From an optimization exercise on the open Yosys and OpenROAD flow, aimed at small area, a short achievable clock period and few clock cycles per item; shortcuts taken in it are not production practice. In this exercise RTL edits were held to simulation tests only and were not proved equivalent to the original.

==> flow/design.v, too long to show whole: its modules and the start of the top module <==
// module sclg_step_one: 583 lines
// module sclg_step_two: 583 lines
// module shuffled_combined_lcg_generator: 141 lines
module shuffled_combined_lcg_generator #(
  parameter int unsigned TABLE_SIZE = sclg_pkg::DEF_TABLE_SIZE
) (
  input  logic        clk_i,
  input  logic        rst_ni,
  input  logic        s_axis_tvalid,
  output logic        s_axis_tready,
  input  logic [31:0] s_axis_tdata,    
  input  logic        s_axis_tuser,    
  output logic        m_axis_tvalid,
  input  logic        m_axis_tready,
  output logic [31:0] m_axis_tdata     
);
  // ...
==> flow/run.sh <==
#!/bin/bash
# synth_recipe.tcl (not shown) runs the flow's synth.tcl, then flattens the netlist and writes it again
# the make line also repeats each setting of config.mk as NAME=value (left out here)
make -C /OpenROAD-flow-scripts/flow DESIGN_CONFIG=/design/flow/config.mk WORK_HOME=/design/flow/orfs CLKGATE_MAP_FILE= SYNTH_SCRIPT=/design/flow/synth_recipe.tcl finish
==> flow/config.mk <==
export PLATFORM = sky130hd
export DESIGN_NAME = shuffled_combined_lcg_generator
export DESIGN_NICKNAME = shuffled_combined_lcg_generator
export VERILOG_FILES = /design/flow/design.v
export SDC_FILE = /design/flow/constraint.sdc
export NUM_CORES = 4
export LEC_CHECK = 0
export CAP_MARGIN = 20
export CORE_MARGIN = 2
export CORE_UTILIZATION = 40
export SLEW_MARGIN = 20
==> flow/constraint.sdc <==
create_clock -name core_clock -period 12.0 [get_ports {clk_i}]
set_input_delay 2.4000 -clock core_clock [delete_from_list [all_inputs] [get_ports {clk_i}]]
set_output_delay 2.4000 -clock core_clock [all_outputs]
set_load 0.01 [all_outputs]
==> results.cfg, run 1 <==
[floorplanning]
ios = 71
fp.dieArea_sq_um = 168000

[sta]
worst_slack_ns = 1.20
hold_ws_ns = 0.455
max_slew_margin_pct = 19.8
hold_viol = 0
drv_slew = 0

[placement]
gp_congestion = 0.949
dp.final_hpwl_mm = 150

[synthesis]
ys_ff_latch = 1169
yosysMostFrequentCell = edfxtp_1
synth_flop_cell = edfxtp_1
syn_inst = 5519
synth-edff-count = 1152
synth_adder_area_share_pct = 15.4
synth-simple-area-share_pct = 9.24
synth.area.top_cells = edfxtp_1, fa_1, ha_1, a22oi_1, inv_1
yosysTopAreaCell = edfxtp_1

[worst_setup_path]
reg2reg_depth = 40
rr_endpoint = idx_q[4]
critical_path_buf_inv_count = 3
crit_fanout = 14

[cts]
cts_resized = 0
cts.clk_slew.worst_paths_ns = 0.07

[routing]
antenna_left = 0
top_layer = met4
vias = 46700

[final_layout]
n_all_buffers = 248
inv_count = 568
largest_reg_flops = 992
multi_input_comb_area_sq_um = 28700
final_common_cell = edfxtp_1

[worst_hold_path]
worstHoldStart = seeded_q

[run_status]
status = timing/DRC/antenna clean

[flow_run]
drv_cap = 0

[grt]
overflow = 0
Testbench counts, summed over its fixed seeds: cycles 12,363, items 9,600.
==> inputs of run 2 (changes only) <==
--- a/flow/config.mk
+++ b/flow/config.mk
@@ -10,2 +10,3 @@
 export CORE_UTILIZATION = 40
+export SETUP_SLACK_MARGIN = 5
 export SLEW_MARGIN = 20
==> results.cfg, run 2 <==
[worst_hold_path]
hold_class = reg -> reg

[grt]
grt_use_total_pct = 26.6
antenna_found_initial = 7
grt_pass1_wl_mm = 326
grt_max_degree = 66
grt_pass1_vias = 46300
overflow = 0

[floorplanning]
ios = 71
rows = 149
fp.dieArea_sq_um = 168000
die_width_um = 410
initial_core_util_pct = 40.2
die_y_um = 410
coreArea_sq_um = 164000

[routing]
wl_per_cell_um = 28.1
drc_errors = 0
drt_wl_total_mm = 228
vias = 48400
antenna_left = 0
viasPerCell = 5.95
drt_iter0_drc = 6479
dr.pass1.iters = 6

[synthesis]
yosysSeqAreaShare_pct = 52.9
yosys-top-cells-count = edfxtp_1, inv_1, nand2_1
synth-edff-count = 1152
yosysMostFrequentCell = edfxtp_1
muxShareOfSynthArea_pct = 0.618
synth-compound-area-share_pct = 13.7
ys_ff_latch = 1169
syn_inst = 5519
synth_adder_area_share_pct = 15.4
synth_top_family_by_area = adder cells
async_reset_ff_share_pct = 0.428
yosysTopAreaCell = edfxtp_1
avgSynthCellArea_sq_um = 12.0
ys_warn_count = 2
synth.distinct_cells = 93
synth_flop_cell = edfxtp_1
synth_top_area_share_pct = 52.4
synth-simple-area-share_pct = 9.24
synth.area.top_cells = edfxtp_1, fa_1, ha_1, a22oi_1, inv_1
syn_area_sq_um = 66100
synth-xor-area-share_pct = 3.34

[final_layout]
antenna_cells = 0
regArea_sq_um = 35000
final_common_cell = edfxtp_1
reg_top3 = tbl_q x992, g1_q x34, g2_q x34
drive_above_1_share_pct = 16.8
largest-register = tbl_q
nFillCells = 14600
layoutNonFillerInstCount = 8136
multi_input_comb_area_sq_um = 30600
layout_common_cells = edfxtp_1, inv_1, nand2_1
nets = 6518
area_delta_synth_final_pct = 19.1
largest_reg_flops = 992

[worst_setup_path]
crit_path_frequent_cell = ha_4
required_ns = 12.60
crit_type = reg -> reg
crit_path_end_kind = register
crit_fanout = 6
start_kind = register
worstPathArrival_ns = 9.57
cp_slowest_cell = or4_4
slowest_delay_ns = 0.54

[cts]
numCtsBuffers = 114
clockRootBuffer = clkbuf_16
cts.sinks = 1169
clk_latency_ns = 0.78
clock_path_buffers = 3
cts_tree = yes
cts.clk_slew.worst_paths_ns = 0.07
htreeDepth = 3

[sta]
worstMarginPinSlew_ns = 1.09
max_slew_margin_pct = 27.1
timing.fmax_mhz = 111
fin_skew_ns = 0.0630
min_period_ns = 8.97
drv_slew = 0
grt_setup_unrepaired = yes
hold_viol = 0
setup_viol = 0
timing.setup.tns_ns = 0
fin_crit_sh_pct = 74.8

[placement]
dp_cells = 7664
dp.final_hpwl_mm = 148
port_buffers = 68
gp_congestion = 0.927

[run_status]
status = timing/DRC/antenna clean

[flow_run]
drv_cap = 0
[run 2: cell counts after synthesis]
No cell type changed its count.
[run 2: timing repair]
action / in CTS / in global routing
resized for setup: 301 / 121
pin swaps: 132 / 109
setup buffers: 205 / 52
gates cloned: 1 / 3
setup endpoints to repair: 49 / 22
hold endpoints to repair: 0 / 0
hold buffers: 0 / 0
[run 2: path summary, 6_finish.rpt]
path | cells past startpoint | end | from | slack (ns)
worst max-delay path | 44 | idx_q[4] | idx_q[0] | 3.03
worst min-delay path | 1 | seeded_q | seeded_q | 0.47
worst max register to register | 44 | idx_q[4] | idx_q[0] | 3.03
worst min register to register | 1 | seeded_q | seeded_q | 0.47
max in group asynchronous | 1 | o1_v_q | rst_ni | 9.66
min in group asynchronous | 1 | seeded_q | rst_ni | 1.99
[run 2: critical path: cells and delay by family, from the launching register on]
family	cells	cell delay (ns)
buf+inv	6	0.85
xor+xnor	2	0.33
simple gates	17	3.76
fa+ha+maj	6	1.41
flops	1	0.43
compound gates	13	1.95
[run 2: per-layer routing]
layer | wire [um] | global-route usage (%)
met4 | 8400 | 8.35
met2 | 106000 | 42.7
met1 | 89700 | 36.4
met3 | 24500 | 5.03
met5 | 15 | 0
[run 2: kinds of logic (layout without fill, tap and decap cells)]
kind of cell             Yosys count  after routing
AND/OR/NAND/NOR                 1270           1271
other                              1              1
buffers and inverters            842           1269
flip-flops                      1169           1169
adder cells (fa/ha/maj)          629            629
XOR/XNOR                         250            250
AO/OA/AOI/OAI                   1321           1321
multiplexers                      37             37
[run 2: final cells by class]
type	count	share of cell area (%)
clock buffer	141	3.81
tap	2189	3.48
inverter	568	2.76
multi-input combinational	3509	39.0
sequential	1169	44.5
clock inverter	69	0.717
timing repair buffer	491	5.81
[run 2: metrics by stage]
step                util, %  cell area, sq um  setup WS [ns]  hold WS [ns]
floorplan                 -             66600           4.07         0.429
global placement       43.0             70700           1.59         0.445
detailed placement     43.0             70700           1.49         0.457
CTS                    47.2             77500           3.04         0.471
global route           47.8             78600           2.76         0.498
finish                 47.8             78600           3.03         0.472
==> module shuffled_combined_lcg_generator, before the edit <==
module shuffled_combined_lcg_generator #(
  parameter int unsigned TABLE_SIZE = sclg_pkg::DEF_TABLE_SIZE
) (
  input  logic        clk_i,
  input  logic        rst_ni,
  input  logic        s_axis_tvalid,
  output logic        s_axis_tready,
  input  logic [31:0] s_axis_tdata,    
  input  logic        s_axis_tuser,    
  output logic        m_axis_tvalid,
  input  logic        m_axis_tready,
  output logic [31:0] m_axis_tdata     
);
  localparam int unsigned IW = $clog2(TABLE_SIZE);
  localparam int unsigned CW = $clog2(TABLE_SIZE + 9);
  logic              in_v_q;            
  logic              seeded_q;
  logic              seeding_q;
  logic [CW-1:0]     cnt_q;
  logic [LAZY_W-1:0] g1_q, g2_q;        
  logic [VAL_W-1:0]  g2x_q;             
  logic [IW-1:0]     idx_q;
  logic [VAL_W-1:0]  tbl_q [TABLE_SIZE];
  logic              o0_v_q, o1_v_q;
  logic [VAL_W-1:0]  o0_q, o1_q;
  logic [LAZY_W-1:0] g1_step, g2_step;
  logic [VAL_W-1:0]  g1x, g2x, rd, res, seed_sat;
  logic [IW-1:0]     res_idx, seed_idx;
  logic              in_fire, seed_start, draw_go, out_space, pop;
  logic              g1_adv, g2_adv;
  sclg_step_one u_step_one (.x(g1_q), .y(g1_step));
  sclg_step_two u_step_two (.x(g2_q), .y(g2_step));
  function automatic logic [VAL_W-1:0] reduce(input logic [LAZY_W-1:0] v,
                                               input logic [7:0] fold);
    logic [31:0] t, u;
    t = {1'b0, v[30:0]} + 32'(v[LAZY_W-1:31]) * 32'(fold);
    u = {1'b0, v[30:0]} + (32'(v[LAZY_W-1:31]) + 32'd1) * 32'(fold);
    reduce = u[31] ? u[30:0] : t[30:0];
  endfunction
  assign g1x = reduce(g1_q, FOLD_ONE);
  assign g2x = reduce(g2_q, FOLD_TWO);
  function automatic logic [IW-1:0] tbl_index(input logic [VAL_W-1:0] v);
    logic [4:0] t;
    logic       inc;
    logic [5:0] lsum;
    t    = v[30:26];
    lsum = {1'b0, v[5:1]} + {1'b0, t};
    inc  = (&v[25:6]) && (lsum >= 6'd31) && (t != 5'd31);
    tbl_index = t + {4'd0, inc};
  endfunction
  assign rd = tbl_q[idx_q];
  always_comb begin
    logic [VAL_W-1:0] d0, d1;
    d0  = rd - g2x_q;
    d1  = rd - g2x_q + WRAP_SPAN;
    res = (rd <= g2x_q) ? d1 : d0;
  end
  assign res_idx  = tbl_index(res);
  assign seed_idx = tbl_index(g1x);
  always_comb begin
    if (s_axis_tdata[VAL_W-1:0] == '0 || !s_axis_tuser) begin
      seed_sat = VAL_W'(1);
    end else if (s_axis_tdata[VAL_W-1:0] > WRAP_SPAN) begin
      seed_sat = WRAP_SPAN;
    end else begin
      seed_sat = s_axis_tdata[VAL_W-1:0];
    end
  end
  assign out_space     = !(o0_v_q && o1_v_q);
  assign draw_go       = in_v_q && !seeding_q && out_space;
  assign s_axis_tready = !in_v_q || draw_go;
  assign in_fire       = s_axis_tvalid && s_axis_tready;
  assign seed_start    = in_fire && (s_axis_tuser || !seeded_q);
  assign pop           = o0_v_q && m_axis_tready;
  assign g1_adv        = draw_go || seeding_q;
  assign g2_adv        = draw_go || (seeding_q && cnt_q >= CW'(TABLE_SIZE + 7));
  always_ff @(posedge clk_i or negedge rst_ni) begin
    if (!rst_ni) begin
      in_v_q    <= 1'b0;
      seeded_q  <= 1'b0;
      seeding_q <= 1'b0;
      o0_v_q    <= 1'b0;
      o1_v_q    <= 1'b0;
    end else begin
      if (in_fire) begin
        in_v_q <= 1'b1;
      end else if (draw_go) begin
        in_v_q <= 1'b0;
      end
      if (seed_start) begin
        seeded_q  <= 1'b1;
        seeding_q <= 1'b1;
      end else if (seeding_q && cnt_q == '0) begin
        seeding_q <= 1'b0;
      end
      if (o1_v_q) begin
        if (pop) o1_v_q <= 1'b0;
      end else if (o0_v_q) begin
        if (draw_go && !pop) o1_v_q <= 1'b1;
        if (pop && !draw_go) o0_v_q <= 1'b0;
      end else begin
        if (draw_go) o0_v_q <= 1'b1;
      end
    end
  end
  always_ff @(posedge clk_i) begin
    if (seed_start) begin
      g1_q  <= LAZY_W'(seed_sat);
      g2_q  <= LAZY_W'(seed_sat);
      cnt_q <= CW'(TABLE_SIZE + 8);
    end else begin
      if (g1_adv) g1_q <= g1_step;
      if (g2_adv) begin
        g2_q  <= g2_step;
        g2x_q <= g2x;
      end
      if (seeding_q) begin
        if (cnt_q == '0) idx_q <= seed_idx;
        else cnt_q <= cnt_q - CW'(1);
      end else if (draw_go) begin
        idx_q <= res_idx;
      end
    end
    for (int r = 0; r < int'(TABLE_SIZE); r++) begin
      if ((draw_go && idx_q == IW'(r)) ||
          (seeding_q && cnt_q == CW'(r))) begin
        tbl_q[r] <= g1x;
      end
    end
    if (o1_v_q) begin
      if (pop) o0_q <= o1_q;
    end else if (o0_v_q) begin
      if (pop) o0_q <= res;
      else     o1_q <= res;
    end else begin
      o0_q <= res;
    end
  end
  assign m_axis_tvalid = o0_v_q;
  assign m_axis_tdata  = {1'b0, o0_q};
endmodule
==> inputs of run 3 (changes only) <==
--- a/flow/design.v
+++ b/flow/design.v
@@ -1198,5 +1198,6 @@
   logic [VAL_W-1:0]  g2x_q;             
-  logic [IW-1:0]     idx_q;
+  logic [TABLE_SIZE-1:0] idx_q;         
   logic [VAL_W-1:0]  tbl_q [TABLE_SIZE];
   logic              o0_v_q, o1_v_q;
+  logic              rdy_q;             
   logic [VAL_W-1:0]  o0_q, o1_q;
@@ -1204,3 +1205,5 @@
   logic [VAL_W-1:0]  g1x, g2x, rd, res, seed_sat;
-  logic [IW-1:0]     res_idx, seed_idx;
+  logic [VAL_W-1:0]  d0, d1, p0, p1;
+  logic              gt;
+  logic [TABLE_SIZE-1:0] res_idx, seed_idx;
   logic              in_fire, seed_start, draw_go, out_space, pop;
@@ -1211,5 +1214,12 @@
                                                input logic [7:0] fold);
+    logic [11:0] k0, k1;
     logic [31:0] t, u;
-    t = {1'b0, v[30:0]} + 32'(v[LAZY_W-1:31]) * 32'(fold);
-    u = {1'b0, v[30:0]} + (32'(v[LAZY_W-1:31]) + 32'd1) * 32'(fold);
+    k0 = '0;
+    k1 = '0;
+    for (int h = 0; h < 16; h++) begin
+      k0 = k0 | ({12{v[LAZY_W-1:31] == 4'(h)}} & 12'(h * fold));
+      k1 = k1 | ({12{v[LAZY_W-1:31] == 4'(h)}} & 12'((h + 1) * fold));
+    end
+    t = {1'b0, v[30:0]} + 32'(k0);
+    u = {1'b0, v[30:0]} + 32'(k1);
     reduce = u[31] ? u[30:0] : t[30:0];
@@ -1218,19 +1228,64 @@
   assign g2x = reduce(g2_q, FOLD_TWO);
-  function automatic logic [IW-1:0] tbl_index(input logic [VAL_W-1:0] v);
-    logic [4:0] t;
-    logic       inc;
-    logic [5:0] lsum;
-    t    = v[30:26];
-    lsum = {1'b0, v[5:1]} + {1'b0, t};
-    inc  = (&v[25:6]) && (lsum >= 6'd31) && (t != 5'd31);
-    tbl_index = t + {4'd0, inc};
+  function automatic logic [TABLE_SIZE-1:0] tbl_index(input logic [VAL_W-1:0] v);
+    logic [TABLE_SIZE-1:0] dec, up;
+    logic                  ones;
+    ones = &v[25:6];
+    for (int k = 0; k < int'(TABLE_SIZE); k++) begin
+      dec[k] = (v[30:26] == 5'(k));
+      up[k]  = ones && (k != int'(TABLE_SIZE) - 1) && (v[5:1] >= 5'(31 - k));
+    end
+    for (int k = 0; k < int'(TABLE_SIZE); k++) begin
+      tbl_index[k] = (dec[k] && !up[k]) || (k > 0 && dec[(k + TABLE_SIZE - 1) % TABLE_SIZE] && up[(k + TABLE_SIZE - 1) % TABLE_SIZE]);
+    end
+  endfunction
+  function automatic logic [TABLE_SIZE-1:0] sum_index(input logic [VAL_W-1:0] a,
+                                                      input logic [VAL_W-1:0] b,
+                                                      input logic [VAL_W:0]   c);
+    logic [4:0]            t0, t1;
+    logic [19:0]           e0, e1, ah, bh;
+    logic                  ones0, ones1, ones;
+    logic [4:0]            lo;
+    logic [TABLE_SIZE-1:0] up, dec0, dec1, oh0, oh1;
+    t0 = a[30:26] + b[30:26];
+    t1 = t0 + 5'd1;
+    ah = a[25:6];
+    bh = b[25:6];
+    e0 = ~(ah ^ bh);
+    ones0 = (e0[0] == 1'b0);
+    ones1 = (e0[0] == 1'b1);
+    for (int i = 0; i < 19; i++) begin
+      if (e0[i + 1] != ((ah[i] & bh[i]) | (ah[i] & e0[i]) | (bh[i] & e0[i]))) begin
+        ones0 = 1'b0;
+        ones1 = 1'b0;
+      end
+    end
+    ones = c[6] ? ones1 : ones0;
+    lo   = a[5:1] + b[5:1] + {4'd0, c[1]};
+    for (int k = 0; k < int'(TABLE_SIZE); k++) begin
+      up[k]   = ones && (k != int'(TABLE_SIZE) - 1) && (lo >= 5'(31 - k));
+      dec0[k] = (t0 == 5'(k));
+      dec1[k] = (t1 == 5'(k));
+    end
+    for (int k = 0; k < int'(TABLE_SIZE); k++) begin
+      oh0[k] = (dec0[k] && !up[k]) || (k > 0 && dec0[(k + TABLE_SIZE - 1) % TABLE_SIZE] && up[(k + TABLE_SIZE - 1) % TABLE_SIZE]);
+      oh1[k] = (dec1[k] && !up[k]) || (k > 0 && dec1[(k + TABLE_SIZE - 1) % TABLE_SIZE] && up[(k + TABLE_SIZE - 1) % TABLE_SIZE]);
+    end
+    sum_index = c[26] ? oh1 : oh0;
   endfunction
-  assign rd = tbl_q[idx_q];
   always_comb begin
-    logic [VAL_W-1:0] d0, d1;
-    d0  = rd - g2x_q;
-    d1  = rd - g2x_q + WRAP_SPAN;
-    res = (rd <= g2x_q) ? d1 : d0;
+    rd = '0;
+    for (int r = 0; r < int'(TABLE_SIZE); r++) begin
+      rd = rd | (tbl_q[r] & {VAL_W{idx_q[r]}});
+    end
   end
-  assign res_idx  = tbl_index(res);
+  assign p0 = ~g2x_q;
+  assign p1 = WRAP_SPAN - g2x_q;
+  logic [VAL_W:0] c0, c1, cg;
+  logic [VAL_W-1:0] sg;
+  sclg_add #(.W(VAL_W)) u_add0 (.a(rd), .b(p0), .ci(1'b1), .s(d0), .c(c0));
+  sclg_add #(.W(VAL_W)) u_add1 (.a(rd), .b(p1), .ci(1'b0), .s(d1), .c(c1));
+  sclg_add #(.W(VAL_W)) u_addg (.a(rd), .b(p0), .ci(1'b0), .s(sg), .c(cg));
+  assign gt  = cg[VAL_W];           
+  assign res = gt ? d0 : d1;
+  assign res_idx = gt ? sum_index(rd, p0, c0) : sum_index(rd, p1, c1);
   assign seed_idx = tbl_index(g1x);
@@ -1247,4 +1302,4 @@
   assign draw_go       = in_v_q && !seeding_q && out_space;
-  assign s_axis_tready = !in_v_q || draw_go;
-  assign in_fire       = s_axis_tvalid && s_axis_tready;
+  assign s_axis_tready = rdy_q;         
+  assign in_fire       = s_axis_tvalid && rdy_q;
   assign seed_start    = in_fire && (s_axis_tuser || !seeded_q);
@@ -1253,2 +1308,17 @@
   assign g2_adv        = draw_go || (seeding_q && cnt_q >= CW'(TABLE_SIZE + 7));
+  logic in_v_d, seeding_d, o0_v_d, o1_v_d;
+  always_comb begin
+    in_v_d    = in_fire || (in_v_q && !draw_go);
+    seeding_d = seed_start || (seeding_q && cnt_q != '0);
+    o0_v_d    = o0_v_q;
+    o1_v_d    = o1_v_q;
+    if (o1_v_q) begin
+      if (pop) o1_v_d = 1'b0;
+    end else if (o0_v_q) begin
+      if (draw_go && !pop) o1_v_d = 1'b1;
+      if (pop && !draw_go) o0_v_d = 1'b0;
+    end else begin
+      if (draw_go) o0_v_d = 1'b1;
+    end
+  end
   always_ff @(posedge clk_i or negedge rst_ni) begin
@@ -1260,22 +1330,10 @@
       o1_v_q    <= 1'b0;
+      rdy_q     <= 1'b1;
     end else begin
-      if (in_fire) begin
-        in_v_q <= 1'b1;
-      end else if (draw_go) begin
-        in_v_q <= 1'b0;
-      end
-      if (seed_start) begin
-        seeded_q  <= 1'b1;
-        seeding_q <= 1'b1;
-      end else if (seeding_q && cnt_q == '0) begin
-        seeding_q <= 1'b0;
-      end
-      if (o1_v_q) begin
-        if (pop) o1_v_q <= 1'b0;
-      end else if (o0_v_q) begin
-        if (draw_go && !pop) o1_v_q <= 1'b1;
-        if (pop && !draw_go) o0_v_q <= 1'b0;
-      end else begin
-        if (draw_go) o0_v_q <= 1'b1;
-      end
+      in_v_q    <= in_v_d;
+      seeding_q <= seeding_d;
+      o0_v_q    <= o0_v_d;
+      o1_v_q    <= o1_v_d;
+      rdy_q     <= !in_v_d || (!seeding_d && !(o0_v_d && o1_v_d));
+      if (seed_start) seeded_q <= 1'b1;
     end
@@ -1301,3 +1359,3 @@
     for (int r = 0; r < int'(TABLE_SIZE); r++) begin
-      if ((draw_go && idx_q == IW'(r)) ||
+      if ((draw_go && idx_q[r]) ||
           (seeding_q && cnt_q == CW'(r))) begin
@@ -1318 +1376,31 @@
 endmodule
+module sclg_add #(
+  parameter int unsigned W = 31
+) (
+  input  logic [W-1:0] a,
+  input  logic [W-1:0] b,
+  input  logic         ci,
+  output logic [W-1:0] s,
+  output logic [W:0]   c
+);
+  localparam int unsigned LV = $clog2(W + 1);
+  logic [W:0] g [LV+1];
+  logic [W:0] p [LV+1];
+  always_comb begin
+    g[0] = {a & b, ci};
+    p[0] = {a ^ b, 1'b0};
+    for (int l = 0; l < int'(LV); l++) begin
+      for (int i = 0; i <= int'(W); i++) begin
+        if (i >= (1 << l)) begin
+          g[l + 1][i] = g[l][i] | (p[l][i] & g[l][i - (1 << l)]);
+          p[l + 1][i] = p[l][i] & p[l][i - (1 << l)];
+        end else begin
+          g[l + 1][i] = g[l][i];
+          p[l + 1][i] = p[l][i];
+        end
+      end
+    end
+    c = g[LV];
+    s = a ^ b ^ c[W-1:0];
+  end
+endmodule
--- a/flow/config.mk
+++ b/flow/config.mk
@@ -9,3 +9,3 @@
 export CORE_MARGIN = 2
-export CORE_UTILIZATION = 40
+export CORE_UTILIZATION = 55
 export SETUP_SLACK_MARGIN = 5
==> results.cfg, run 3 <==
[run_status]
status = timing/DRC/antenna clean

[floorplanning]
rows = 132
ios = 71
fp.dieArea_sq_um = 133000
die_width_um = 364
die_y_um = 364
initial_core_util_pct = 55.3
coreArea_sq_um = 129000

[routing]
drt_wl_total_mm = 256
viasPerCell = 6.63
vias = 55000
dr.pass1.iters = 8
wl_per_cell_um = 30.8
drt_iter0_drc = 7359
drc_errors = 0
antenna_left = 0

[final_layout]
reg_top3 = tbl_q x992, g1_q x34, g2_q x34
drive_above_1_share_pct = 10.1
nFillCells = 10600
regArea_sq_um = 35800
design_area_sq_um = 79900
nets = 7115
layoutNonFillerInstCount = 8300
area_delta_synth_final_pct = 11.9
multi_input_comb_area_sq_um = 33100
layout_common_cells = edfxtp_1, inv_1, nand2_1
final_common_cell = edfxtp_1
largest_reg_flops = 992
largest-register = tbl_q

[cts]
cts_tree = yes
clk_latency_ns = 0.80
clockRootBuffer = clkbuf_16
htreeDepth = 3
cts.sinks = 1197
cts.clk_slew.worst_paths_ns = 0.06
numCtsBuffers = 120
clock_path_buffers = 3

[synthesis]
synth_adder_area_share_pct = 14.1
synth_top_area_share_pct = 49.6
synth_top_family_by_area = compound AO/OA/AOI/OAI gates
ys_ff_latch = 1197
muxShareOfSynthArea_pct = 0.834
ys_warn_count = 5
yosysMostFrequentCell = edfxtp_1
async_reset_ff_share_pct = 0.501
synth.area.top_cells = edfxtp_1, fa_1, ha_1, a22oi_1, inv_1
synth_flop_cell = edfxtp_1
yosysSeqAreaShare_pct = 50.1
synth-xor-area-share_pct = 3.89
synth.distinct_cells = 95
syn_inst = 6343
yosysTopAreaCell = edfxtp_1
synth-edff-count = 1179
synth-compound-area-share_pct = 16.0
avgSynthCellArea_sq_um = 11.3
syn_area_sq_um = 71400
yosys-top-cells-count = edfxtp_1, inv_1, nand2_1
synth-simple-area-share_pct = 10.3

[sta]
hold_viol = 0
fin_skew_ns = 0.104
worstMarginPinSlew_ns = 1.17
grt_setup_unrepaired = yes
fin_crit_sh_pct = 57.5
timing.fmax_mhz = 145
setup_viol = 0
hold_ws_ns = 0.548
min_period_ns = 6.90
timing.setup.tns_ns = 0
max_slew_margin_pct = 21.4
drv_slew = 0

[worst_setup_path]
start_kind = register
required_ns = 12.44
crit_type = reg -> reg
slowest_delay_ns = 0.84
worstPathCellList = buf_4 -> a22oi_1 -> nand4_1 -> or4_1 -> ha_1 -> inv_1 -> fa_1 -> nor4b_2 -> nand4_1 -> nor4_4 -> and2_2 -> nand2_1 -> nor2_1 -> nand2_1 -> a22oi_1 -> o22ai_1 -> o22ai_1 -> o211ai_1
cp_slowest_cell = or4_1
crit_fanout = 25
crit_path_end_kind = register
worstPathArrival_ns = 7.33

[placement]
gp_congestion = 0.974
dp.final_hpwl_mm = 169
dpl-instance-area_sq_um = 74600
dp_cells = 7976
port_buffers = 68

[grt]
overflow = 0
grt_pass1_vias = 52300
grt_pass1_wl_mm = 363
grt_use_total_pct = 38.2
grt_max_degree = 74
antenna_found_initial = 4

[flow_run]
drv_cap = 0

[worst_hold_path]
hold_class = reg -> reg
[run 3: path summary, 6_finish.rpt]
kind,startpoint,endpoint,slack (ns),depth (start not counted)
max reg2reg,idx_q[28],idx_q[4],5.10,18
min in group asynchronous,rst_ni,seeded_q,2.07,1
max,idx_q[28],idx_q[4],5.10,18
min reg2reg,o1_q[14],o0_q[14],0.55,1
min,o1_q[14],o0_q[14],0.55,1
max in group asynchronous,rst_ni,seeding_q,9.48,1
[run 3: logic make-up (layout without fill, tap and decap cells)]
family          Yosys count  count (layout)
compound gates         1708            1709
simple gates           1555            1555
flops                  1197            1197
buf+inv                 887            1100
fa+ha+maj               627             627
xor+xnor                314             314
mux                      54              54
other cells               1               2
[run 3: per-layer routing]
layer	vias to the layer above	global-route usage [%]	routed length [um]
li1	23700	-	-
met5	-	0	23
met3	657	6.68	25900
met2	3263	59.9	117000
met1	27400	50.9	97200
met4	4	20.2	15900
[run 3: through the flow]
step	utilization, %	setup slack, ns
2_1_floorplan	-	5.55
3_3_place_gp	57.8	3.74
3_5_place_dp	57.8	3.62
4_1_cts	61.1	4.91
5_1_grt	61.8	4.84
6_report	61.8	5.10
[run 3: critical path, delay by kind of cell, from the launching register on]
| family | cells | cell delay [ns] |
|---|---|---|
| buf+inv | 2 | 0.58 |
| simple gates | 9 | 3.35 |
| fa+ha+maj | 2 | 0.79 |
| flops | 1 | 0.65 |
| compound gates | 5 | 1.21 |
[run 3: cell type report]
cell class	count	area share, %
Sequential cell	1197	44.8
Multi-Input combinational cell	4260	41.5
Clock buffer	152	3.94
Timing Repair Buffer	324	3.46
Tap cell	1742	2.73
Inverter	552	2.64
Clock inverter	72	0.932
Antenna cell	1	0.00313
[run 3: what timing repair did]
| action | 4_1_cts | 5_1_grt |
|---|---|---|
| hold buffers | 0 | 0 |
| endpoints found under the setup margin | 47 | 34 |
| setup buffers | 28 | 67 |
| gates resized for setup | 44 | 76 |
| pin swaps | 2 | 10 |
| gates cloned | 1 | 0 |
Testbench counts of run 3, summed over its fixed seeds: cycles 12,363, items 9,600.
==> inputs of run 4 (changes only) <==
--- a/flow/design.v
+++ b/flow/design.v
@@ -1282,8 +1282,6 @@
   assign p1 = WRAP_SPAN - g2x_q;
-  logic [VAL_W:0] c0, c1, cg;
-  logic [VAL_W-1:0] sg;
+  logic [VAL_W:0] c0, c1;
   sclg_add #(.W(VAL_W)) u_add0 (.a(rd), .b(p0), .ci(1'b1), .s(d0), .c(c0));
   sclg_add #(.W(VAL_W)) u_add1 (.a(rd), .b(p1), .ci(1'b0), .s(d1), .c(c1));
-  sclg_add #(.W(VAL_W)) u_addg (.a(rd), .b(p0), .ci(1'b0), .s(sg), .c(cg));
-  assign gt  = cg[VAL_W];           
+  assign gt  = c0[VAL_W] && (rd != g2x_q);   
   assign res = gt ? d0 : d1;
==> results.cfg, run 4 <==
[grt]
antenna_found_initial = 5
grt_pass1_wl_mm = 369
grt_pass1_vias = 52200
overflow = 0
grt_max_degree = 71
grt_use_total_pct = 38.0

[run_status]
status = timing/DRC/antenna clean

[placement]
dp_cells = 8037
dp.final_hpwl_mm = 172
dpl-instance-area_sq_um = 75200
port_buffers = 68
gp_congestion = 0.976
dp_slack_ns = 4.27

[floorplanning]
fp.dieArea_sq_um = 134000
coreArea_sq_um = 130000
die_width_um = 366
initial_core_util_pct = 55.6
die_y_um = 366
ios = 71
rows = 132

[sta]
setup_viol = 0
fin_skew_ns = 0.114
hold_viol = 0
timing.setup.tns_ns = 0
timing.fmax_mhz = 142
min_period_ns = 7.03
max_slew_margin_pct = 24.2
fin_crit_sh_pct = 58.6
drv_slew = 0
worst_slack_ns = 4.97
grt_setup_unrepaired = yes
worstMarginPinSlew_ns = 1.14

[final_layout]
reg_top3 = tbl_q x992, g1_q x34, g2_q x34
nets = 7108
largest_reg_flops = 992
nFillCells = 10700
largest-register = tbl_q
design_area_sq_um = 79500
drive_above_1_share_pct = 8.59
antenna_cells = 0
layoutNonFillerInstCount = 8294
area_delta_synth_final_pct = 10.1
layout_common_cells = edfxtp_1, inv_1, nand2_1
final_common_cell = edfxtp_1

[synthesis]
synth.area.top_cells = edfxtp_1, fa_1, ha_1, a22oi_1, inv_1
yosysSeqAreaShare_pct = 49.6
synth_top_area_share_pct = 49.0
avgSynthCellArea_sq_um = 11.2
yosys-top-cells-count = edfxtp_1, inv_1, nand2_1
syn_area_sq_um = 72200
ys_ff_latch = 1197
yosysMostFrequentCell = edfxtp_1
yosysTopAreaCell = edfxtp_1
ys_warn_count = 5
synth-edff-count = 1179
synth.distinct_cells = 108
syn_inst = 6428
synth_flop_cell = edfxtp_1
async_reset_ff_share_pct = 0.501

[cts]
cts.clk_slew.worst_paths_ns = 0.06
numCtsBuffers = 120
clk_latency_ns = 0.80
cts.sinks = 1197
clockRootBuffer = clkbuf_16
htreeDepth = 3
clock_path_buffers = 3
cts_tree = yes

[worst_setup_path]
slowest_delay_ns = 0.77
cp_slowest_cell = or4_1
crit_fanout = 65
crit_path_end_kind = register
crit_type = reg -> reg
worstPathCellList = buf_4 -> a221oi_1 -> nand3_1 -> or4_1 -> ha_1 -> o211ai_1 -> o21ai_2 -> a311oi_2 -> o31ai_1 -> a31o_2 -> a41o_2 -> buf_4 -> nor3_1 -> a311oi_1 -> a311o_1 -> o311ai_1
start_kind = register
crit_path_frequent_cell = buf_4
worstPathArrival_ns = 7.45
required_ns = 12.42

[routing]
drt_wl_total_mm = 260
viasPerCell = 6.71
antenna_left = 0
dr.pass1.iters = 8
wl_per_cell_um = 31.4
vias = 55700
drt_iter0_drc = 8217
drc_errors = 0

[worst_hold_path]
hold_class = reg -> reg

[flow_run]
drv_cap = 0
[run 4: cell types whose count changed in the layout (fill, tap and decap cells not counted), moves of 17 or more]
cell,before,now
nor3_1,112,132
o22ai_1,56,38
a21oi_1,290,312
a211oi_1,31,50
o21ai_0,323,299
o21a_1,40,21
buf_4,235,180
a311oi_1,7,24
nand3_1,146,180
[run 4: area by class of cell]
class                      count  area (sq um)  share of cell area, %
clock inverter                74           727                  0.914
sequential                  1197         35800                   45.0
timing repair buffer         260          2210                   2.78
inverter                     546          2060                   2.59
tap                         1742          2180                   2.74
multi-input combinational   4327         33400                   42.0
clock buffer                 148          3120                   3.92
[run 4: metrics by stage]
stage                     util (%)  hold slack [ns]
after CTS                     60.9            0.520
after floorplan                  -            0.458
after detailed placement      57.8            0.504
final                         61.2            0.521
after global routing          61.2            0.530
after global placement        57.8            0.499
[run 4: layer usage]
metal | vias up | routed length, um | global-route usage (%) | share of wire, %
li1 | 23900 | - | - | -
met1 | 27500 | 100000 | 52.3 | 38
met2 | 3579 | 118000 | 59.6 | 45
met3 | 644 | 27100 | 5.53 | 10
met4 | 0 | 15300 | 18.1 | 5.9
met5 | - | 0 | 0 | 0
[run 4: critical path: cells and delay by family (launching register included)]
| family | cells | cell delay, ns |
|---|---|---|
| compound gates | 10 | 3.32 |
| fa+ha+maj | 1 | 0.62 |
| buf+inv | 2 | 1.03 |
| flops | 1 | 0.73 |
| simple gates | 3 | 1.00 |
[run 4: kinds of logic (layout without fill, tap and decap cells)]
| kind of cell | after synthesis | after routing | share of synthesized area [%] |
|---|---|---|---|
| muxes | 45 | 45 | 0.677 |
| buffers and inverters | 904 | 1028 | 4.77 |
| xor gates and xnor gates | 313 | 313 | 3.84 |
| AOI/OAI and AO/OA | 1728 | 1728 | 16.5 |
| and+or+nand+nor | 1619 | 1619 | 10.8 |
| other | 1 | 1 | 0.00519 |
| DFF | 1197 | 1197 | 49.6 |
| adders and majority gates | 621 | 621 | 13.9 |
[run 4: repair_timing]
action | in CTS | in global routing
hold buffers | 0 | 0
gates resized for setup | 14 | 32
hold endpoints to repair | 0 | 0
pin swaps | 1 | 2
endpoints found under the setup margin | 34 | 43
setup buffers | 9 | 25
[run 4: worst paths after layout]
path	start	endpoint	slack [ns]	depth (start not counted)
hold reg to reg	o1_q[8]	o0_q[8]	0.52	2
hold / removal	o1_q[8]	o0_q[8]	0.52	2
setup reg to reg	idx_q[3]	idx_q[2]	4.97	16
min in group asynchronous	rst_ni	seeded_q	2.03	1
setup / recovery	idx_q[3]	idx_q[2]	4.97	16
max in group asynchronous	rst_ni	rdy_q	9.60	1
Testbench counts of run 4, summed over its fixed seeds: cycles 12,363, items 9,600.
==> inputs of run 5 (changes only) <==
--- a/flow/design.v
+++ b/flow/design.v
@@ -1282,6 +1282,8 @@
   assign p1 = WRAP_SPAN - g2x_q;
-  logic [VAL_W:0] c0, c1;
+  logic [VAL_W:0] c0, c1, cg;
+  logic [VAL_W-1:0] sg;
   sclg_add #(.W(VAL_W)) u_add0 (.a(rd), .b(p0), .ci(1'b1), .s(d0), .c(c0));
   sclg_add #(.W(VAL_W)) u_add1 (.a(rd), .b(p1), .ci(1'b0), .s(d1), .c(c1));
-  assign gt  = c0[VAL_W] && (rd != g2x_q);   
+  sclg_add #(.W(VAL_W)) u_addg (.a(rd), .b(p0), .ci(1'b0), .s(sg), .c(cg));
+  assign gt  = cg[VAL_W];           
   assign res = gt ? d0 : d1;
==> flow/flow/run.sh (new file) <==
#!/bin/bash
# Own flow: the standard layout (standard synthesis unchanged), with the
# resizer allowed to change a cell's footprint when it repairs timing, and
# a setup margin so that it keeps repairing below the clock period.
# make's full output goes to standard.log; ORFS writes each step's log
# under orfs/logs/.
set -euo pipefail
bash standard.sh MATCH_CELL_FOOTPRINT=0 SETUP_SLACK_MARGIN=6.5 finish > standard.log 2>&1
==> flow/standard.sh (new file) <==
#!/bin/bash
# synth_recipe.tcl (not shown) runs the flow's synth.tcl, then flattens the netlist and writes it again
# the make line also repeats each setting of config.mk as NAME=value (left out here)
make -C /OpenROAD-flow-scripts/flow DESIGN_CONFIG=/design/flow/config.mk WORK_HOME=/design/flow/orfs CLKGATE_MAP_FILE= SYNTH_SCRIPT=/design/flow/synth_recipe.tcl "${@:-finish}"
removed: flow/run.sh
==> results.cfg, run 5 <==
[grt]
grt_pass1_wl_mm = 371
grt_pass1_vias = 53100
grt_use_total_pct = 39.1
antenna_found_initial = 5
overflow = 0
grt_max_degree = 74

[cts]
postCtsHoldBufs = 0
cts_tree = yes
clock_path_buffers = 3
cts.clk_slew.worst_paths_ns = 0.07
cts.sinks = 1197
numCtsBuffers = 121
clockRootBuffer = clkbuf_16
clk_latency_ns = 0.80
htreeDepth = 3

[floorplanning]
rows = 132
initial_core_util_pct = 55.3
coreArea_sq_um = 129000
ios = 71
fp.dieArea_sq_um = 133000
die_y_um = 364
die_width_um = 364

[worst_setup_path]
start_kind = register
slowest_delay_ns = 0.58
crit_path_end_kind = register
crit_fanout = 6
worstPathArrival_ns = 7.06
critical_path_buf_inv_count = 7
cp_slowest_cell = fa_1
crit_type = reg -> reg
crit_path_frequent_cell = fa_1
required_ns = 12.50
cpLargestDelayFamily = compound AO/OA/AOI/OAI gates

[placement]
dp.final_hpwl_mm = 169
dp_cells = 7976
gp_congestion = 0.996
dp_slack_ns = 4.46
dpl-instance-area_sq_um = 75300
port_buffers = 68

[sta]
timing.fmax_mhz = 152
setup_viol = 0
timing.setup.tns_ns = 0
worstMarginPinSlew_ns = 1.10
hold_ws_ns = 0.504
hold_viol = 0
max_slew_margin_pct = 26.2
min_period_ns = 6.56
worst_slack_ns = 5.44
grt_setup_unrepaired = yes
fin_skew_ns = 0.0997
drv_slew = 0
fin_crit_sh_pct = 54.7

[routing]
viasPerCell = 6.62
drc_errors = 0
antenna_left = 0
drt_wl_total_mm = 264
dr.pass1.iters = 8
vias = 56500
wl_per_cell_um = 30.9
drt_iter0_drc = 7582

[synthesis]
synth-edff-count = 1179
syn_inst = 6343
syn_area_sq_um = 71400
synth.distinct_cells = 95
yosys-top-cells-count = edfxtp_1, inv_1, nand2_1
ys_warn_count = 5
yosysMostFrequentCell = edfxtp_1
avgSynthCellArea_sq_um = 11.3
synth_top_area_share_pct = 49.6
synth_flop_cell = edfxtp_1
ys_ff_latch = 1197
yosysTopAreaCell = edfxtp_1
synth.area.top_cells = edfxtp_1, fa_1, ha_1, a22oi_1, inv_1
async_reset_ff_share_pct = 0.501
yosysSeqAreaShare_pct = 50.1

[flow_run]
drv_cap = 0

[final_layout]
drive_above_1_share_pct = 18.9
reg_top3 = tbl_q x992, g1_q x34, g2_q x34
area_delta_synth_final_pct = 18.6
largest-register = tbl_q
final_common_cell = edfxtp_1
nFillCells = 10100
layoutNonFillerInstCount = 8540
largest_reg_flops = 992
nets = 7352
design_area_sq_um = 84600
layout_common_cells = edfxtp_1, inv_1, nand2_1

[run_status]
status = timing/DRC/antenna clean

[worst_hold_path]
hold_class = reg -> reg
## run 5: cell type report
type | instances | area (sq um) | area share [%]
antenna | 1 | 2.50 | 0.00296
clock buffer | 141 | 3100 | 3.67
clock inverter | 87 | 910 | 1.07
inverter | 552 | 2160 | 2.56
multi-input combinational | 4263 | 35400 | 41.8
sequential | 1197 | 35800 | 42.3
tap | 1742 | 2180 | 2.58
timing repair buffer | 552 | 5090 | 6.01
timing repair inverter | 5 | 25.0 | 0.0296
## run 5: per-layer routing
layer / track usage, % / vias up / wire length (um) / part of all wire [%]
li1: - / 24200 / - / -
met1: 52.2 / 27900 / 98200 / 37
met2: 60.4 / 3598 / 118000 / 45
met3: 6.89 / 780 / 28900 / 11
met4: 22.6 / 2 / 18800 / 7.1
met5: 0 / - / 13 / 0.0049
## run 5: timing repair
item | CTS | global route
cloned | 7 | 9
resized for setup | 347 | 278
setup endpoints to repair | 224 | 87
pin swaps | 106 | 118
setup buffers | 215 | 102
## run 5: worst paths after layout
check / from / end / slack (ns) / cells past startpoint
hold reg to reg: o1_q[2] / o0_q[2] / 0.50 / 1
min in group asynchronous: rst_ni / seeded_q / 2.11 / 1
hold / removal: o1_q[2] / o0_q[2] / 0.50 / 1
setup / recovery: g2_q[27] / g2_q[29] / 5.44 / 26
max in group asynchronous: rst_ni / seeding_q / 9.39 / 1
setup reg to reg: g2_q[27] / g2_q[29] / 5.44 / 26
## run 5: logic make-up (layout without fill, tap and decap cells)
kind of cell	Yosys count	in the layout	share of synthesized area, %
buffers and inverters	887	1337	4.70
DFF	1197	1197	50.1
AOI/OAI and AO/OA	1708	1708	16.0
adders and majority gates	627	627	14.1
xor gates and xnor gates	314	314	3.89
other	1	2	0.00525
muxes	54	54	0.834
and+or+nand+nor	1555	1559	10.3
## run 5: through the flow
step	util, %
floorplan	-
global placement	58.3
detailed placement	58.3
CTS	63.9
global route	65.5
finish	65.5
Testbench counts of run 5, summed over its fixed seeds: cycles 12,363, items 9,600.
==> inputs of run 6 (changes only) <==
--- a/flow/design.v
+++ b/flow/design.v
@@ -1200,5 +1200,4 @@
   logic [VAL_W-1:0]  tbl_q [TABLE_SIZE];
-  logic              o0_v_q, o1_v_q;
-  logic              rdy_q;             
-  logic [VAL_W-1:0]  o0_q, o1_q;
+  logic              o_v_q;
+  logic [VAL_W-1:0]  o_q;
   logic [LAZY_W-1:0] g1_step, g2_step;
@@ -1208,3 +1207,3 @@
   logic [TABLE_SIZE-1:0] res_idx, seed_idx;
-  logic              in_fire, seed_start, draw_go, out_space, pop;
+  logic              in_fire, seed_start, draw_go, out_space;
   logic              g1_adv, g2_adv;
@@ -1282,8 +1281,6 @@
   assign p1 = WRAP_SPAN - g2x_q;
-  logic [VAL_W:0] c0, c1, cg;
-  logic [VAL_W-1:0] sg;
+  logic [VAL_W:0] c0, c1;
   sclg_add #(.W(VAL_W)) u_add0 (.a(rd), .b(p0), .ci(1'b1), .s(d0), .c(c0));
   sclg_add #(.W(VAL_W)) u_add1 (.a(rd), .b(p1), .ci(1'b0), .s(d1), .c(c1));
-  sclg_add #(.W(VAL_W)) u_addg (.a(rd), .b(p0), .ci(1'b0), .s(sg), .c(cg));
-  assign gt  = cg[VAL_W];           
+  assign gt  = c0[VAL_W] && (rd != g2x_q);   
   assign res = gt ? d0 : d1;
@@ -1300,25 +1297,9 @@
   end
-  assign out_space     = !(o0_v_q && o1_v_q);
+  assign out_space     = !o_v_q || m_axis_tready;
   assign draw_go       = in_v_q && !seeding_q && out_space;
-  assign s_axis_tready = rdy_q;         
-  assign in_fire       = s_axis_tvalid && rdy_q;
+  assign s_axis_tready = !in_v_q || draw_go;
+  assign in_fire       = s_axis_tvalid && s_axis_tready;
   assign seed_start    = in_fire && (s_axis_tuser || !seeded_q);
-  assign pop           = o0_v_q && m_axis_tready;
   assign g1_adv        = draw_go || seeding_q;
   assign g2_adv        = draw_go || (seeding_q && cnt_q >= CW'(TABLE_SIZE + 7));
-  logic in_v_d, seeding_d, o0_v_d, o1_v_d;
-  always_comb begin
-    in_v_d    = in_fire || (in_v_q && !draw_go);
-    seeding_d = seed_start || (seeding_q && cnt_q != '0);
-    o0_v_d    = o0_v_q;
-    o1_v_d    = o1_v_q;
-    if (o1_v_q) begin
-      if (pop) o1_v_d = 1'b0;
-    end else if (o0_v_q) begin
-      if (draw_go && !pop) o1_v_d = 1'b1;
-      if (pop && !draw_go) o0_v_d = 1'b0;
-    end else begin
-      if (draw_go) o0_v_d = 1'b1;
-    end
-  end
   always_ff @(posedge clk_i or negedge rst_ni) begin
@@ -1328,11 +1309,7 @@
       seeding_q <= 1'b0;
-      o0_v_q    <= 1'b0;
-      o1_v_q    <= 1'b0;
-      rdy_q     <= 1'b1;
+      o_v_q     <= 1'b0;
     end else begin
-      in_v_q    <= in_v_d;
-      seeding_q <= seeding_d;
-      o0_v_q    <= o0_v_d;
-      o1_v_q    <= o1_v_d;
-      rdy_q     <= !in_v_d || (!seeding_d && !(o0_v_d && o1_v_d));
+      in_v_q    <= in_fire || (in_v_q && !draw_go);
+      seeding_q <= seed_start || (seeding_q && cnt_q != '0);
+      o_v_q     <= draw_go || (o_v_q && !m_axis_tready);
       if (seed_start) seeded_q <= 1'b1;
@@ -1364,13 +1341,6 @@
     end
-    if (o1_v_q) begin
-      if (pop) o0_q <= o1_q;
-    end else if (o0_v_q) begin
-      if (pop) o0_q <= res;
-      else     o1_q <= res;
-    end else begin
-      o0_q <= res;
-    end
+    if (draw_go) o_q <= res;
   end
-  assign m_axis_tvalid = o0_v_q;
-  assign m_axis_tdata  = {1'b0, o0_q};
+  assign m_axis_tvalid = o_v_q;
+  assign m_axis_tdata  = {1'b0, o_q};
 endmodule
==> flow/run.sh (new file) <==
#!/bin/bash
# synth_recipe.tcl (not shown) runs the flow's synth.tcl, then flattens the netlist and writes it again
# the make line also repeats each setting of config.mk as NAME=value (left out here)
make -C /OpenROAD-flow-scripts/flow DESIGN_CONFIG=/design/flow/config.mk WORK_HOME=/design/flow/orfs CLKGATE_MAP_FILE= SYNTH_SCRIPT=/design/flow/synth_recipe.tcl finish
removed: flow/flow/run.sh
removed: flow/standard.sh
==> results.cfg, run 6 <==
[sta]
max_slew_margin_pct = 21.4
drv_slew = 0
timing.setup.tns_ns = 0
fin_crit_sh_pct = 57.0
worstMarginPinSlew_ns = 1.17
hold_viol = 0
timing.fmax_mhz = 146
setup_viol = 0
min_period_ns = 6.84
grt_setup_unrepaired = no
fin_skew_ns = 0.0836
worst_slack_ns = 5.16

[worst_setup_path]
start_kind = input port
required_ns = 9.60
rr_endpoint = idx_q[11]
worstPathCellList = clkdlybuf4s50_1 -> inv_1 -> a21oi_4 -> buf_6 -> nand2b_1 -> clkdlybuf4s50_1
r2r_slack_ns = 5.17
cp_slowest_cell = clkdlybuf4s50_1
cpLargestDelayFamily = buffers and inverters
timing.rr.start = idx_q[24]
slowest_delay_ns = 0.59
worstPathArrival_ns = 4.44
reg2reg_depth = 18
crit_path_end_kind = output port
crit_type = in -> out
critical_path_buf_inv_count = 4
crit_path_frequent_cell = clkdlybuf4s50_1
crit_fanout = 67

[routing]
drc_errors = 0
drt_wl_total_mm = 250
dr.pass1.iters = 8
drt_iter0_drc = 7495
antenna_left = 0
viasPerCell = 6.68
vias = 54200
wl_per_cell_um = 30.9

[cts]
clockRootBuffer = clkbuf_16
cts_tree = yes
numCtsBuffers = 115
clock_path_buffers = 3
htreeDepth = 3
clk_latency_ns = 0.79
cts.clk_slew.worst_paths_ns = 0.06
cts.sinks = 1164
postCtsHoldBufs = 0

[final_layout]
layout_common_cells = edfxtp_1, inv_1, nand2_1
largest-register = tbl_q
reg_top3 = tbl_q x992, g1_q x34, g2_q x34
final_common_cell = edfxtp_1
nets = 6995
area_delta_synth_final_pct = 10.4
drive_above_1_share_pct = 8.20
largest_reg_flops = 992

[floorplanning]
die_width_um = 362
ios = 71
fp.dieArea_sq_um = 131000
initial_core_util_pct = 55.3
rows = 131
die_y_um = 362
coreArea_sq_um = 127000

[worst_hold_path]
worstHoldStart = seeded_q
whs_path_depth = 1
hold_class = reg -> reg
holdPathEnd = seeded_q

[placement]
dp.final_hpwl_mm = 164
dp_slack_ns = 4.31
gp_congestion = 0.984
port_buffers = 68

[synthesis]
synth_top_area_share_pct = 48.9
yosysSeqAreaShare_pct = 49.4
synth.area.top_cells = edfxtp_1, fa_1, ha_1, a22oi_1, inv_1
ys_ff_latch = 1164
yosysTopAreaCell = edfxtp_1
ys_warn_count = 5
yosys-top-cells-count = edfxtp_1, inv_1, nand2_1
syn_inst = 6302
synth_flop_cell = edfxtp_1
yosysMostFrequentCell = edfxtp_1
async_reset_ff_share_pct = 0.344
syn_area_sq_um = 70500
synth-edff-count = 1148
synth.distinct_cells = 96
avgSynthCellArea_sq_um = 11.2

[grt]
grt_pass1_vias = 50700
antenna_found_initial = 4
overflow = 0
grt_max_degree = 68
grt_pass1_wl_mm = 357
grt_use_total_pct = 37.8

[run_status]
status = timing/DRC/antenna clean

[flow_run]
drv_cap = 0
[run 6: cell types whose count changed after synthesis, moves of 21 or more]
cell / before / now
buf_2: 7 / 31
mux2_2: 37 / 7
a21oi_1: 300 / 276
a22o_1: 62 / 83
a221oi_1: 51 / 77
edfxtp_1: 1179 / 1148
nand3_1: 146 / 174
o21ai_0: 353 / 321
[run 6: layout make-up]
type | count | area (sq um)
repair buffers | 282 | 2340
clock inverters | 70 | 704
multi-input cells | 4245 | 32900
fillers | 10400 | 49500
inverters | 536 | 2030
flip-flops and latches | 1164 | 34800
clock buffers | 145 | 2990
diodes | 1 | 2.50
well taps | 1662 | 2080
[run 6: worst register-to-register path, stage by stage (launching register included)]
cell and delay [ns]:
edfxtp_1 0.36, buf_4 0.36, a22o_1 0.37, a221oi_1 0.23, nand3_1 0.13, or4_1 0.82
ha_1 0.38, inv_1 0.09, fa_1 0.42, nor4b_1 0.40, nand4_1 0.23, nor4_4 0.60
nand2_1 0.30, nor2_2 0.36, o21ai_0 0.32, a22o_1 0.31, a221oi_1 0.53, a211oi_1 0.10
a221o_1 0.28
[run 6: worst max path at each step]
| stage | slack [ns] | depth (start not counted) | end | start |
|---|---|---|---|---|
| global route | 5.00 | 19 | g1_q[31] | g1_q[32] |
| finish | 5.16 | 6 | s_axis_tready | m_axis_tready |
| global placement | 4.33 | 19 | g1_q[31] | g1_q[18] |
| CTS | 4.99 | 18 | g1_q[31] | g1_q[15] |
| floorplan | 5.79 | 22 | g1_q[31] | g1_q[26] |
| detailed placement | 4.31 | 18 | g2_q[30] | g2_q[29] |
[run 6: repair_timing]
| action | 4_1_cts | 5_1_grt |
|---|---|---|
| buffers inserted | 22 | 36 |
| setup endpoints to repair | 27 | 27 |
| resized for setup | 19 | 33 |
| pin swaps | 0 | 3 |
[run 6: metal layers]
metal	vias to the layer above	part of all wire, %	global-route usage, %
li1	23400	-	-
met1	27000	39	52.2
met2	3268	46	59.7
met3	517	11	5.96
met4	2	4.8	15.8
met5	-	0.0048	0
[run 6: kinds of logic (layout without fill, tap and decap cells)]
kind of cell               after synthesis  in the layout  synth area share (%)
other                                    2              4                0.0107
AOI/OAI and AO/OA                     1677           1677                  16.3
adders and majority gates              614            614                  14.1
and+or+nand+nor                       1594           1594                  10.8
muxes                                   30             30                 0.444
buffers and inverters                  894           1033                  4.84
DFF                                   1164           1164                  49.4
xor gates and xnor gates               327            327                  4.11
[run 6: through the flow]
stage	std cells	util [%]	hold slack, ns	instance area, sq um
CTS	8067	60.7	0.474	77400
detailed placement	7830	57.6	0.457	73400
floorplan	6303	-	0.429	70500
finish	8105	61.1	0.474	77800
global route	8104	61.1	0.495	77800
global placement	7830	57.6	0.445	73400
Testbench counts of run 6, summed over its fixed seeds: cycles 12,363, items 9,600.
==> inputs of run 7 (changes only) <==
--- a/flow/config.mk
+++ b/flow/config.mk
@@ -10,2 +10,3 @@
 export CORE_UTILIZATION = 55
+export CTS_BUF_LIST = sky130_fd_sc_hd__clkbuf_8
 export SETUP_SLACK_MARGIN = 5
==> results.cfg, run 7 <==
[final_layout]
largest-register = tbl_q
multi_input_comb_area_sq_um = 32900
drive_above_1_share_pct = 9.16
final_core_util_pct = 61.0
layoutNonFillerInstCount = 8224
regArea_sq_um = 34800
nFillCells = 10600
largest_reg_flops = 992
nets = 7058
layout_common_cells = edfxtp_1, inv_1, nand2_1
area_delta_synth_final_pct = 10.2
reg_top3 = tbl_q x992, g1_q x34, g2_q x34
final_common_cell = edfxtp_1

[synthesis]
synth_top_area_share_pct = 48.9
ys_ff_latch = 1164
yosysMostFrequentCell = edfxtp_1
synth.distinct_cells = 96
syn_inst = 6302
synth_flop_cell = edfxtp_1
yosysSeqAreaShare_pct = 49.4
ys_warn_count = 5
syn_area_sq_um = 70500
synth.area.top_cells = edfxtp_1, fa_1, ha_1, a22oi_1, inv_1
synth-edff-count = 1148
avgSynthCellArea_sq_um = 11.2
async_reset_ff_share_pct = 0.344
yosysTopAreaCell = edfxtp_1
yosys-top-cells-count = edfxtp_1, inv_1, nand2_1

[sta]
fin_skew_ns = 0.0831
timing.setup.tns_ns = 0
min_period_ns = 6.90
drv_slew = 0
max_slew_margin_pct = 22.8
fin_crit_sh_pct = 57.5
hold_viol = 0
timing.fmax_mhz = 145
worstMarginPinSlew_ns = 1.16
setup_viol = 0
grt_setup_unrepaired = yes

[routing]
viasPerCell = 6.63
drt_iter0_drc = 7345
wl_per_cell_um = 30.6
vias = 54500
drc_errors = 0
antenna_left = 0
drt_wl_total_mm = 251
dr.pass1.iters = 6

[cts]
cts_tree = yes
cts.sinks = 1164
numCtsBuffers = 185
clk_latency_ns = 0.96
postCtsHoldBufs = 0
htreeDepth = 4
clockRootBuffer = clkbuf_8
clock_path_buffers = 3
cts.clk_slew.worst_paths_ns = 0.06

[placement]
dp.final_hpwl_mm = 164
dp_cells = 7830
gp_congestion = 0.984
port_buffers = 68

[worst_setup_path]
crit_path_end_kind = register
crit_fanout = 24
required_ns = 12.60
crit_type = reg -> reg
worstPathArrival_ns = 7.50
start_kind = register

[grt]
antenna_found_initial = 5
grt_pass1_vias = 51200
overflow = 0
grt_use_total_pct = 38.0
grt_pass1_wl_mm = 358
grt_max_degree = 68

[run_status]
status = timing/DRC/antenna clean

[floorplanning]
fp.dieArea_sq_um = 131000
die_y_um = 362
rows = 131
coreArea_sq_um = 127000
initial_core_util_pct = 55.3
ios = 71
die_width_um = 362

[flow_run]
drv_cap = 0

[worst_hold_path]
hold_class = reg -> reg
-- run 7: worst max-delay path: stages (launching register included) --
cell and delay [ns]:
edfxtp_1 0.69, buf_4 0.45, a22o_1 0.29, a221oi_1 0.23, nand3_1 0.18, or4_1 0.84
ha_1 0.57, nand4_1 0.29, nor4_1 0.42, o311ai_0 0.33, a31oi_1 0.29, o21ai_1 0.14
a21oi_1 0.16, buf_4 0.27, nor2_1 0.29, a221oi_1 0.58, or3_1 0.30, o311ai_0 0.20
-- run 7: metrics by stage --
stage	hold WS, ns	cell area (sq um)	setup slack (ns)
final	0.472	77700	5.10
after global routing	0.495	77700	4.94
after CTS	0.473	77300	5.00
after detailed placement	0.457	73400	4.31
after global placement	0.445	73400	4.33
after floorplan	0.429	70500	5.79
-- run 7: cell families (layout without fill, tap and decap cells) --
family                   Yosys count  in the layout  synth area share, %
AND/OR/NAND/NOR                 1594           1594                 10.8
AO/OA/AOI/OAI                   1677           1677                 16.3
other                              2              4               0.0107
XOR/XNOR                         327            327                 4.11
adder cells (fa/ha/maj)          614            614                 14.1
multiplexers                      30             30                0.444
flip-flops                      1164           1164                 49.4
buffers and inverters            894           1152                 4.84
-- run 7: final timing paths --
check	cells past startpoint	start	end	slack [ns]
setup / recovery	17	idx_q[14]	idx_q[17]	5.10
hold / removal	1	seeded_q	seeded_q	0.47
setup reg to reg	17	idx_q[14]	idx_q[17]	5.10
hold reg to reg	1	seeded_q	seeded_q	0.47
max in group asynchronous	1	rst_ni	o_v_q	10.00
min in group asynchronous	1	rst_ni	seeded_q	1.75
-- run 7: final cells by class --
class	instances	area share, %
diodes	1	0.00322
clock buffers	187	3.31
well taps	1662	2.68
inverters	536	2.61
clock inverters	154	1.30
repair buffers	275	2.97
multi-input cells	4245	42.3
flip-flops and latches	1164	44.8
-- run 7: layer usage --
layer,share of wire [%],up-vias,GRT usage (%)
li1,-,23600,-
met1,38,27100,52.1
met2,45,3334,58.7
met3,11,547,7.23
met4,5.3,4,17.6
met5,0.0095,-,0
-- run 7: what timing repair did --
action,CTS,global route
setup endpoints to repair,27,23
hold endpoints to repair,0,0
buffers inserted,24,26
gates resized for setup,20,31
pin swaps,0,3

-- static timing again, ports no longer ideal --
In the flow no input, the clock included, has a driving cell. The finished layouts below were timed again as built, in two steps.
Step 1 (the two cells are an assumption about what drives the block):
set clk [get_ports {clk_i}]
set_driving_cell -lib_cell sky130_fd_sc_hd__clkbuf_16 $clk
set_driving_cell -lib_cell sky130_fd_sc_hd__buf_2 [delete_from_list [all_inputs] $clk]
Step 2 also shifts input and output timing later by t, the mid clock arrival at the registers, as if the neighbouring blocks saw the same clock.
a / b / c = ideal / step 1 / step 2; a / b = the first two.
| run | shift t [ns] | setup WS [ns] | pins driven straight from the clock port |
|---|---|---|---|
| run 1 | 0.825 | 1.201 / 1.201 / 1.201 | 1 |
| run 2 | 0.834 | 3.028 / 3.028 / 3.028 | 1 |
| run 3 | 0.827 | 5.104 / 5.104 / 5.104 | 1 |
| run 4 | 0.826 | 4.973 / 4.973 / 4.973 | 1 |
| run 5 | 0.835 | 5.439 / 5.439 / 5.439 | 1 |
| run 6 | 0.827 | 5.158 / 5.126 / 5.126 | 1 |
| run 7 | 1.002 | 5.099 / 5.099 / 5.099 | 1 |
After both steps setup and hold are still met in every run listed. The setup slack of run 6, which loses most, moves by -0.032 ns with the drivers and by -0.032 ns with both steps.
